What follows belongs to an exercise in optimizing a design on an open flow for small area and few clock cycles; a production flow would make more cautious choices.
Function was checked by simulation only, so behaviour that the tests miss may differ from the original.

oak:
==> flow/design.v <==
`default_nettype none
package tile_pkg;
    localparam int PIXEL_W = 8;
    localparam int DEF_CHANNELS = 3;
    localparam int DEF_WIDTH    = 10;
    localparam int DEF_TILE     = 4;
    localparam int DEF_STRIDE   = 2;
    localparam logic [1:0] HS_IDLE         = 2'd0;
    localparam logic [1:0] HS_REQ          = 2'd1;
    localparam logic [1:0] HS_WAIT_ACK_LOW = 2'd2;
endpackage
`default_nettype wire
`timescale 1ns/100ps
`default_nettype none
import tile_pkg::*;
module row_buffer #(
    parameter int DEPTH = 10,
    parameter int EW    = 2 * PIXEL_W,
    parameter int SHOW  = 7
) (
    input  wire logic                 i_clk,
    input  wire logic                 i_rst,
    input  wire logic                 i_clear,
    input  wire logic                 i_push,
    input  wire logic [EW-1:0]        i_data,
    input  wire logic                 i_pop,
    output logic                      o_full,
    output logic                      o_front_valid,
    output logic [SHOW*EW-1:0]        o_front
);
    logic [EW-1:0]    data_q [0:DEPTH-1];
    logic [DEPTH-1:0] valid_q;
    logic [DEPTH-1:0] load;
    logic [DEPTH:0]   vac;
    always_comb begin
        vac[0] = i_pop;
        for (int i = 0; i < DEPTH - 1; i++) begin
            load[i]  = (!valid_q[i] || vac[i]) && valid_q[i+1];
            vac[i+1] = load[i];
        end
        load[DEPTH-1] = i_push;
        vac[DEPTH]    = 1'b0;
    end
    always_ff @(posedge i_clk or posedge i_rst) begin
        if (i_rst) begin
            valid_q <= '0;
        end else if (i_clear) begin
            valid_q <= '0;
        end else begin
            for (int i = 0; i < DEPTH; i++) begin
                valid_q[i] <= (valid_q[i] && !vac[i]) || load[i];
            end
        end
    end
    always_ff @(posedge i_clk) begin
        for (int i = 0; i < DEPTH - 1; i++) begin
            if (load[i]) begin
                data_q[i] <= data_q[i+1];
            end
        end
        if (load[DEPTH-1]) begin
            data_q[DEPTH-1] <= i_data;
        end
    end
    assign o_full        = valid_q[DEPTH-1];
    assign o_front_valid = &valid_q[SHOW-1:0];
    for (genvar s = 0; s < SHOW; s++) begin : g_front
        assign o_front[s*EW +: EW] = data_q[s];
    end
endmodule
`default_nettype wire
`timescale 1ns/100ps
`default_nettype none
import tile_pkg::*;
module row_bank #(
    parameter int CHANNELS = DEF_CHANNELS,
    parameter int TILE     = DEF_TILE,
    parameter int D_E0     = 13,
    parameter int D_E1     = 11,
    parameter int D_E2     = 10,
    parameter int D_O      = 10
) (
    input  wire logic                                   i_clk,
    input  wire logic                                   i_rst,
    input  wire logic                                   i_clear,
    input  wire logic [1:0]                             i_push_ch,
    input  wire logic                                   i_push_par,
    input  wire logic                                   i_push,
    input  wire logic [2*PIXEL_W-1:0]                   i_push_data,
    input  wire logic                                   i_pop,
    output logic                                        o_full_sel,
    output logic                                        o_front_valid,
    output logic      [CHANNELS*TILE*TILE*PIXEL_W-1:0]  o_tile
);
    localparam int EW = 2 * PIXEL_W;
    logic [2*CHANNELS-1:0] full;
    logic [2*CHANNELS-1:0] fvalid;
    for (genvar p = 0; p < 2; p++) begin : g_par
        for (genvar ch = 0; ch < CHANNELS; ch++) begin : g_ch
            localparam int Q = p * CHANNELS + ch;
            localparam int DEPTH = (p == 1) ? D_O :
                                   (ch == 0) ? D_E0 : (ch == 1) ? D_E1 : D_E2;
            logic [7*EW-1:0] front;
            row_buffer #(
                .DEPTH (DEPTH),
                .EW    (EW),
                .SHOW  (7)
            ) u_q (
                .i_clk         (i_clk),
                .i_rst         (i_rst),
                .i_clear       (i_clear),
                .i_push        (i_push && (i_push_par == p[0]) && (i_push_ch == ch[1:0])),
                .i_data        (i_push_data),
                .i_pop         (i_pop),
                .o_full        (full[Q]),
                .o_front_valid (fvalid[Q]),
                .o_front       (front)
            );
            assign o_tile[((ch*TILE + p)*TILE + 0)*PIXEL_W +: EW]     = front[0*EW +: EW];
            assign o_tile[((ch*TILE + p)*TILE + 2)*PIXEL_W +: EW]     = front[1*EW +: EW];
            assign o_tile[((ch*TILE + p + 2)*TILE + 0)*PIXEL_W +: EW] = front[5*EW +: EW];
            assign o_tile[((ch*TILE + p + 2)*TILE + 2)*PIXEL_W +: EW] = front[6*EW +: EW];
        end
    end
    assign o_full_sel    = full[int'(i_push_par) * CHANNELS + int'(i_push_ch)];
    assign o_front_valid = &fvalid;
endmodule
`default_nettype wire
`timescale 1ns/100ps
`default_nettype none
import tile_pkg::*;
module bank_sequencer #(
    parameter int CHANNELS = DEF_CHANNELS,
    parameter int WIDTH    = DEF_WIDTH
) (
    input  wire logic                   i_clk,
    input  wire logic                   i_rst,
    input  wire logic                   i_restart,
    input  wire logic [PIXEL_W-1:0]     i_pixel,
    input  wire logic                   i_pixel_valid,
    output logic                        o_pixel_ready,
    input  wire logic                   i_full_sel,
    output logic [1:0]                  o_push_ch,
    output logic                        o_push_par,
    output logic                        o_push,
    output logic [2*PIXEL_W-1:0]        o_push_data,
    output logic                        o_band_set
);
    logic [$clog2(WIDTH)-1:0] col_q;
    logic [1:0]               ch_q;
    logic                     par_q;
    logic                     primed_q;
    logic [PIXEL_W-1:0]       even_q;
    logic accept;
    logic row_end;
    assign o_pixel_ready = !col_q[0] || !i_full_sel;
    assign accept        = i_pixel_valid && o_pixel_ready && !i_restart;
    assign row_end       = accept && (col_q == WIDTH - 1) && (ch_q == CHANNELS - 1);
    assign o_push_ch   = ch_q;
    assign o_push_par  = par_q;
    assign o_push      = accept && col_q[0];
    assign o_push_data = {i_pixel, even_q};
    assign o_band_set  = row_end && par_q && primed_q;
    always_ff @(posedge i_clk) begin
        if (accept && !col_q[0]) begin
            even_q <= i_pixel;
        end
    end
    always_ff @(posedge i_clk or posedge i_rst) begin
        if (i_rst) begin
            col_q    <= '0;
            ch_q     <= '0;
            par_q    <= 1'b0;
            primed_q <= 1'b0;
        end else if (i_restart) begin
            col_q    <= '0;
            ch_q     <= '0;
            par_q    <= 1'b0;
            primed_q <= 1'b0;
        end else if (accept) begin
            if (col_q == WIDTH - 1) begin
                col_q <= '0;
                if (ch_q == CHANNELS - 1) begin
                    ch_q  <= '0;
                    par_q <= !par_q;
                    if (par_q) begin
                        primed_q <= 1'b1;
                    end
                end else begin
                    ch_q <= ch_q + 1'b1;
                end
            end else begin
                col_q <= col_q + 1'b1;
            end
        end
    end
endmodule
`default_nettype wire
`timescale 1ns/100ps
`default_nettype none
import tile_pkg::*;
module tile_assembler (
    input  wire logic   i_clk,
    input  wire logic   i_rst,
    input  wire logic   i_restart,
    input  wire logic   i_band_set,
    input  wire logic   i_front_valid,
    output logic        o_pop,
    output logic        o_tile_req,
    input  wire logic   i_tile_ack
);
    logic [1:0] state_q;
    logic [1:0] step_q;
    logic       owed_q;
    logic       flush_q;
    logic       ready;
    logic       done;
    assign ready = (owed_q || i_band_set) && i_front_valid && !flush_q;
    assign done  = (state_q == HS_REQ) && i_tile_ack;
    assign o_pop = done || flush_q;
    always_ff @(posedge i_clk or posedge i_rst) begin
        if (i_rst) begin
            state_q <= HS_IDLE;
            step_q  <= '0;
            owed_q  <= 1'b0;
            flush_q <= 1'b0;
        end else begin
            flush_q <= done && (step_q == 2'd3);
            if (i_restart) begin
                step_q <= '0;
            end else if (done) begin
                step_q <= step_q + 1'b1;
            end
            if (i_restart) begin
                owed_q <= 1'b0;
            end else if (i_band_set) begin
                owed_q <= 1'b1;
            end else if (done && (step_q == 2'd3)) begin
                owed_q <= 1'b0;
            end
            case (state_q)
                HS_IDLE: begin
                    if (ready && !i_tile_ack) begin
                        state_q <= HS_REQ;
                    end
                end
                HS_REQ: begin
                    if (i_tile_ack) begin
                        state_q <= HS_WAIT_ACK_LOW;
                    end
                end
                HS_WAIT_ACK_LOW: begin
                    if (!i_tile_ack) begin
                        state_q <= ready ? HS_REQ : HS_IDLE;
                    end
                end
                default: state_q <= HS_IDLE;
            endcase
        end
    end
    assign o_tile_req = (state_q == HS_REQ);
endmodule
`default_nettype wire
`timescale 1ns/100ps
`default_nettype none
import tile_pkg::*;
module tile_window_unit #(
    parameter int CHANNELS = DEF_CHANNELS,
    parameter int WIDTH    = DEF_WIDTH,
    parameter int TILE     = DEF_TILE,
    parameter int STRIDE   = DEF_STRIDE
) (
    input  wire logic                                   i_clk,
    input  wire logic                                   i_rst,
    input  wire logic                                   i_restart,
    input  wire logic [PIXEL_W-1:0]                     i_pixel,
    input  wire logic                                   i_pixel_valid,
    output logic                                        o_pixel_ready,
    output logic      [CHANNELS*TILE*TILE*PIXEL_W-1:0]  o_tile,
    output logic                                        o_tile_req,
    input  wire logic                                   i_tile_ack
);
    logic [1:0]           push_ch;
    logic                 push_par;
    logic                 push;
    logic [2*PIXEL_W-1:0] push_data;
    logic                 full_sel;
    logic                 band_set;
    logic                 front_valid;
    logic                 pop;
    bank_sequencer #(
        .CHANNELS (CHANNELS),
        .WIDTH    (WIDTH)
    ) u_sequencer (
        .i_clk         (i_clk),
        .i_rst         (i_rst),
        .i_restart     (i_restart),
        .i_pixel       (i_pixel),
        .i_pixel_valid (i_pixel_valid),
        .o_pixel_ready (o_pixel_ready),
        .i_full_sel    (full_sel),
        .o_push_ch     (push_ch),
        .o_push_par    (push_par),
        .o_push        (push),
        .o_push_data   (push_data),
        .o_band_set    (band_set)
    );
    row_bank #(
        .CHANNELS (CHANNELS),
        .TILE     (TILE)
    ) u_row_bank (
        .i_clk         (i_clk),
        .i_rst         (i_rst),
        .i_clear       (i_restart),
        .i_push_ch     (push_ch),
        .i_push_par    (push_par),
        .i_push        (push),
        .i_push_data   (push_data),
        .i_pop         (pop),
        .o_full_sel    (full_sel),
        .o_front_valid (front_valid),
        .o_tile        (o_tile)
    );
    tile_assembler u_assembler (
        .i_clk         (i_clk),
        .i_rst         (i_rst),
        .i_restart     (i_restart),
        .i_band_set    (band_set),
        .i_front_valid (front_valid),
        .o_pop         (pop),
        .o_tile_req    (o_tile_req),
        .i_tile_ack    (i_tile_ack)
    );
endmodule
`default_nettype wire
==> flow/config.mk <==
export PLATFORM = sky130hd
export DESIGN_NAME = tile_window_unit
export DESIGN_NICKNAME = tile_window_unit
export VERILOG_FILES = /design/flow/design.v
export SDC_FILE = /design/flow/constraint.sdc
export NUM_CORES = 4
export LEC_CHECK = 0
export ABC_AREA = 1
export CAP_MARGIN = 20
export CORE_MARGIN = 2
export CORE_UTILIZATION = 70
export CTS_BUF_LIST = sky130_fd_sc_hd__clkbuf_8
export CTS_CLUSTER_DIAMETER = 50
export CTS_CLUSTER_SIZE = 18
export SLEW_MARGIN = 20
==> flow/constraint.sdc <==
create_clock -name core_clock -period 5.0 [get_ports {i_clk}]
set_input_delay 1.0000 -clock core_clock [delete_from_list [all_inputs] [get_ports {i_clk}]]
set_output_delay 1.0000 -clock core_clock [all_outputs]
set_load 0.01 [all_outputs]
standard.sh (not shown) runs the stock make flow with config.mk's settings and CLKGATE_MAP_FILE= SYNTH_SCRIPT=/design/flow/synth_recipe.tcl, a recipe that flattens the netlist after the stock synthesis.
==> flow/flow/run.sh <==
#!/bin/bash
# Standard layout, with the smallest buffer on the ports.
set -euo pipefail
export BUFFER_PORTS_ARGS="-buffer_cell sky130_fd_sc_hd__buf_1"
bash standard.sh > standard_flow.log 2>&1
Testbench counts of oak, summed over its fixed seeds: cycles 7,899.
Input changes introduced in pine (baseline for comparison: oak):
diff --git a/flow/design.v b/flow/design.v
--- a/flow/design.v
+++ b/flow/design.v
@@ -75,9 +75,9 @@
 module row_bank #(
     parameter int CHANNELS = DEF_CHANNELS,
     parameter int TILE     = DEF_TILE,
     parameter int D_E0     = 13,
-    parameter int D_E1     = 11,
+    parameter int D_E1     = 12,
     parameter int D_E2     = 10,
     parameter int D_O      = 10
 ) (
     input  wire logic                                   i_clk,
==> notes.md <==
- Compared to oak, pine has detailed-route wire length 950 µm lower.
- pine against oak: total of clock buffers placed in the layout shows an increase of 4, met2 wire length shows a reduction of about 0.5%, average wire length per cell after detail routing shows a reduction of 2.6%, area after synthesis shows an increase of 490 µm².
- In the reports for oak and pine, the smaller share of cells above drive strength 1 belongs to pine.
- In terms of async set-or-reset flop fraction in the synthesized netlist, pine and oak differ only marginally.
- pine vs oak, global-route usage went down by 0.82 points.
- Total placed cells including tap cells on pine is up relative to oak.
- [compare] base=oak new=pine: number of different library cells in the post-synthesis netlist went down; utilization of the core after routing climbed 0.67 points.
- On ratio of final minimum period to clock period, oak and pine are basically level.
Testbench counts of pine, summed over its fixed seeds: cycles 7,841.

[afterwards: timing with drivers on the ports]
The results above use ideal ports. As a check the final layouts listed here were re-extracted and re-timed, cells and wires unchanged.
Step 1: set_driving_cell puts a clkbuf_16 on i_clk and a buf_2 on each other input, an assumption about the parent block.
Step 2 times the ports against the registers' clock, not the clock port: input delays grow and output delays shrink by t, the midpoint of the rising clock arrivals with the driver on.
Three values: ideal, step 1, step 2; two values: the first two.
run	t (ns)	setup slack, ns	slew at the worst register clock pin (ns)
oak	0.730	1.481 / 1.425 / 1.489	0.11 / 0.11
pine	0.722	1.479 / 1.417 / 1.789	0.11 / 0.11
After both steps every run listed still meets setup and hold.
